What follows belongs to an exercise in optimizing a design on an open flow for small area and a short achievable clock period; a production flow would make more cautious choices.
Only simulation tests tie the RTL to the original design; equivalence was not proved.
No activity file was given, so power comes from the tool's default toggle rates. No driver is modelled on the clock port, so clocking that relies on it looks cheaper here than on a real chip.

## spi_ram_ctrl
module spi_ram_ctrl #(
  parameter int MEM_DEPTH = 256,
  parameter int ADDR_SIZE = 8
) (
  input  logic                 clk,
  input  logic                 rst_n,
  input  logic [ADDR_SIZE+1:0] din,
  input  logic                 rx_valid,
  output logic [ADDR_SIZE-1:0] dout,
  output logic                 tx_valid,
  output logic                 cmd_err
);
clock: 4.0 ns
lec_check: 0
cap_margin: 20
core_margin: 2
core_utilization: 60
cts_cluster_diameter: 80
cts_cluster_size: 25
setup_slack_margin: 2.0
slew_margin: 20
synth_hierarchical: 1
synth_minimum_keep_size: 0
tns_end_percent: 5
standard.sh (not shown) runs the stock make flow with config.mk's settings and CLKGATE_MAP_FILE= SYNTH_SCRIPT=/design/flow/synth_recipe.tcl, a recipe that flattens the netlist after the stock synthesis.
==> flow/flow/run.sh <==
#!/bin/bash
# Own layout flow: the standard ORFS flow (standard.sh, unchanged
# synthesis, floorplan, power grid, tap cells, placement, CTS and routing),
# with three settings changed through the environment:
#  - the input and output ports are buffered with buf_4 rather than the
#    delay-type buffer that buffer_ports picks by default;
#  - the pre-placement timing repair in floorplan is replaced by a plain
#    removal of synthesis buffers (timing is repaired after placement and
#    after CTS as usual);
set -euo pipefail
export BUFFER_PORTS_ARGS="-buffer_cell sky130_fd_sc_hd__buf_4"
export REMOVE_ABC_BUFFERS=1
export CTS_ARGS="-sink_clustering_enable -repair_clock_nets -sink_clustering_size 25 -sink_clustering_max_diameter 80 -dont_use_dummy_load"
bash standard.sh finish > make_finish.log 2>&1
The baseline produced a clean layout.
Then changed:
--- a/flow/flow/run.sh
+++ b/flow/flow/run.sh
@@ -12,3 +12,3 @@
 export REMOVE_ABC_BUFFERS=1
-export CTS_ARGS="-sink_clustering_enable -repair_clock_nets -sink_clustering_size 25 -sink_clustering_max_diameter 80 -dont_use_dummy_load"
+export CTS_ARGS="-sink_clustering_enable -repair_clock_nets -sink_clustering_size 30 -sink_clustering_max_diameter 90 -dont_use_dummy_load"
 bash standard.sh finish > make_finish.log 2>&1
Settings changed: CTS_CLUSTER_DIAMETER 80 to 90, CTS_CLUSTER_SIZE 25 to 30, SETUP_SLACK_MARGIN 2.0 to 2.2.
What happened: The changed run finished with timing, DRC and antenna clean; worst setup slack gains 0.078 ns; sequential share of layout area went down by 1.6 points; power went down by a few percent; area after synthesis does not change.
Then changed:
--- a/flow/flow/run.sh
+++ b/flow/flow/run.sh
@@ -12,3 +12,3 @@
 export REMOVE_ABC_BUFFERS=1
-export CTS_ARGS="-sink_clustering_enable -repair_clock_nets -sink_clustering_size 30 -sink_clustering_max_diameter 90 -dont_use_dummy_load"
+export CTS_ARGS="-sink_clustering_enable -repair_clock_nets -sink_clustering_size 25 -sink_clustering_max_diameter 80 -dont_use_dummy_load"
 bash standard.sh finish > make_finish.log 2>&1
Settings changed: CTS_CLUSTER_DIAMETER 90 to 80, CTS_CLUSTER_SIZE 30 to 25, SETUP_SLACK_MARGIN 2.2 to 2.1.
=>
- The new run produced a clean layout
- total power increases by a few percent
- worst setup slack degrades by 0.044 ns
- die area stays the same
- area after synthesis does not change
- wire length went down slightly
- synthesized cell count is unchanged
- first-iteration DRC count decreases slightly
- cell area is lower slightly
Then changed:
==> flow/flow/run.sh (replaced) <==
#!/bin/bash
# Own layout flow: the standard ORFS flow (standard.sh, unchanged
# synthesis, floorplan, power grid, tap cells, placement, CTS and routing),
# with two settings changed through the environment:
#  - the input and output ports are buffered with buf_4 rather than the
#    delay-type buffer that buffer_ports picks by default;
#  - the pre-placement timing repair in floorplan is replaced by a plain
#    removal of synthesis buffers (timing is repaired after placement and
#    after CTS as usual).
# Each ORFS step writes its full log under orfs/logs/; make's own output is
# kept in make_finish.log in the work folder.
set -euo pipefail
export BUFFER_PORTS_ARGS="-buffer_cell sky130_fd_sc_hd__buf_4"
export REMOVE_ABC_BUFFERS=1
bash standard.sh finish > make_finish.log 2>&1
Settings changed: SETUP_SLACK_MARGIN 2.1 to 2.0, TNS_END_PERCENT 5 to default.
After rerunning: The new run finished with timing, DRC and antenna clean. Combinational power goes down slightly. Setup slack degrades by 0.022 ns. Cell area barely changes. Wire length hardly moves. Synthesized area is unchanged. Global-route usage goes up by 0.34 points.
Then changed:
==> flow/flow/run.sh (replaced) <==
#!/bin/bash
# Own layout flow: the standard ORFS flow (standard.sh, unchanged
# synthesis, floorplan, power grid, tap cells, placement, CTS and routing),
# with three settings changed through the environment:
#  - the input and output ports are buffered with buf_4 rather than the
#    delay-type buffer that buffer_ports picks by default;
#  - the pre-placement timing repair in floorplan is replaced by a plain
#    removal of synthesis buffers (timing is repaired after placement and
#    after CTS as usual);
set -euo pipefail
export BUFFER_PORTS_ARGS="-buffer_cell sky130_fd_sc_hd__buf_4"
export REMOVE_ABC_BUFFERS=1
export CTS_ARGS="-sink_clustering_enable -repair_clock_nets -sink_clustering_size 25 -sink_clustering_max_diameter 80 -dont_use_dummy_load"
bash standard.sh finish > make_finish.log 2>&1
Settings changed: SETUP_SLACK_MARGIN 2.0 to 2.2, TNS_END_PERCENT from default to 5.
The new run finished with timing, DRC and antenna clean.
Cell count climbs by 0.40%.
Clock skew climbs by 0.015 ns.
Non-clock buffer count climbs by 76.
Core utilization is higher by 0.79 points.
Power falls by 1.8%.
Hold slack degrades by 0.0075 ns.
Clock power falls by about 8%.
Maximum frequency falls by about 0.9%.
First-iteration DRC count fell by about 2.5%.
Global-route usage fell by 0.32 points.


Another version of the RTL of spi_ram_ctrl (not shown whole).
For scale: ~2,100 flip-flops, roughly 23 I/O pins.
Design spi_ram_ctrl, start of the top module:
module spi_ram_ctrl #(
  parameter int MEM_DEPTH = 256,
  parameter int ADDR_SIZE = 8
) (
  input  logic                 clk,
  input  logic                 rst_n,
  input  logic [ADDR_SIZE+1:0] din,
  input  logic                 rx_valid,
  output logic [ADDR_SIZE-1:0] dout,
  output logic                 tx_valid,
  output logic                 cmd_err
);
clock: 4.0 ns
lec_check: 0
cap_margin: 20
core_margin: 2
core_utilization: 60
cts_cluster_diameter: 80
cts_cluster_size: 25
setup_slack_margin: 2.0
slew_margin: 20
synth_hierarchical: 1
synth_minimum_keep_size: 0
==> flow/flow/run.sh <==
#!/bin/bash
# Own layout flow: the standard ORFS flow (standard.sh, unchanged
# synthesis, floorplan, power grid, tap cells, placement, CTS and routing),
# with two settings changed through the environment:
#  - the input and output ports are buffered with buf_4 rather than the
#    delay-type buffer that buffer_ports picks by default;
#  - the pre-placement timing repair in floorplan is replaced by a plain
#    removal of synthesis buffers (timing is repaired after placement and
#    after CTS as usual).
# Each ORFS step writes its full log under orfs/logs/; make's own output is
# kept in make_finish.log in the work folder.
set -euo pipefail
export BUFFER_PORTS_ARGS="-buffer_cell sky130_fd_sc_hd__buf_4"
export REMOVE_ABC_BUFFERS=1
bash standard.sh finish > make_finish.log 2>&1
Rerun with:
==> flow/flow/run.sh (replaced) <==
#!/bin/bash
# Own layout flow: the standard ORFS flow (standard.sh, unchanged
# synthesis, floorplan, power grid, tap cells, placement, CTS and routing),
# with three settings changed through the environment:
#  - the input and output ports are buffered with buf_4 rather than the
#    delay-type buffer that buffer_ports picks by default;
#  - the pre-placement timing repair in floorplan is replaced by a plain
#    removal of synthesis buffers (timing is repaired after placement and
#    after CTS as usual);
set -euo pipefail
export BUFFER_PORTS_ARGS="-buffer_cell sky130_fd_sc_hd__buf_4"
export REMOVE_ABC_BUFFERS=1
export CTS_ARGS="-sink_clustering_enable -repair_clock_nets -sink_clustering_size 25 -sink_clustering_max_diameter 80 -dont_use_dummy_load"
bash standard.sh finish > make_finish.log 2>&1
SETUP_SLACK_MARGIN = 2.1   (was 2.0)
TNS_END_PERCENT = 5   (was not set)
Result:
- The new run produced a clean layout
- via count fell by 0.58%
- cell area fell by 1.2%
- wire length fell by 0.37%
- power fell by 1.8%
- global-route usage hardly moves
- critical path depth fell by 6
- maximum frequency fell by 1.2%

re-timing with driven ports:
In the flow no input, the clock included, has a driving cell. The finished layouts below were timed again as built, in two steps. Step 1 (the two cells are an assumption about what drives the block):
set clk [get_ports {clk}]
set_driving_cell -lib_cell sky130_fd_sc_hd__clkbuf_16 $clk
set_driving_cell -lib_cell sky130_fd_sc_hd__buf_2 [delete_from_list [all_inputs] $clk]
Step 2 times the ports against the registers' clock, not the clock port: input delays grow and output delays shrink by t, the midpoint of the rising clock arrivals with the driver on. Slacks: no drivers / after step 1 / after step 2; pairs: no drivers / after step 1.
| run | t (ns) | setup WS [ns] | slew at the worst register clock pin (ns) | cell pins on the clock port's net |
|---|---|---|---|---|
| the first run of note 1 | 0.794 | 1.852 / 1.842 / 1.056 | 0.10 / 0.10 | 1 |
| the second run of note 1 | 0.786 | 1.930 / 1.873 / 1.116 | 0.12 / 0.12 | 1 |
| the third run of note 1 | 0.802 | 1.887 / 1.853 / 1.077 | 0.10 / 0.10 | 1 |
| the fourth run of note 1 | 0.816 | 1.865 / 1.842 / 1.116 | 0.11 / 0.11 | 1 |
| the fifth run of note 1 | 0.797 | 1.845 / 1.750 / 0.952 | 0.11 / 0.11 | 1 |
| the first run of note 2 | 0.805 | 1.851 / 1.812 / 1.136 | 0.10 / 0.10 | 1 |
| the second run of note 2 | 0.795 | 1.826 / 1.816 / 1.040 | 0.10 / 0.10 | 1 |
After both steps every run listed still meets setup and hold. For the fifth run of note 1, which loses most, drivers alone change the setup slack by -0.095 ns; drivers and shift together by -0.893 ns.
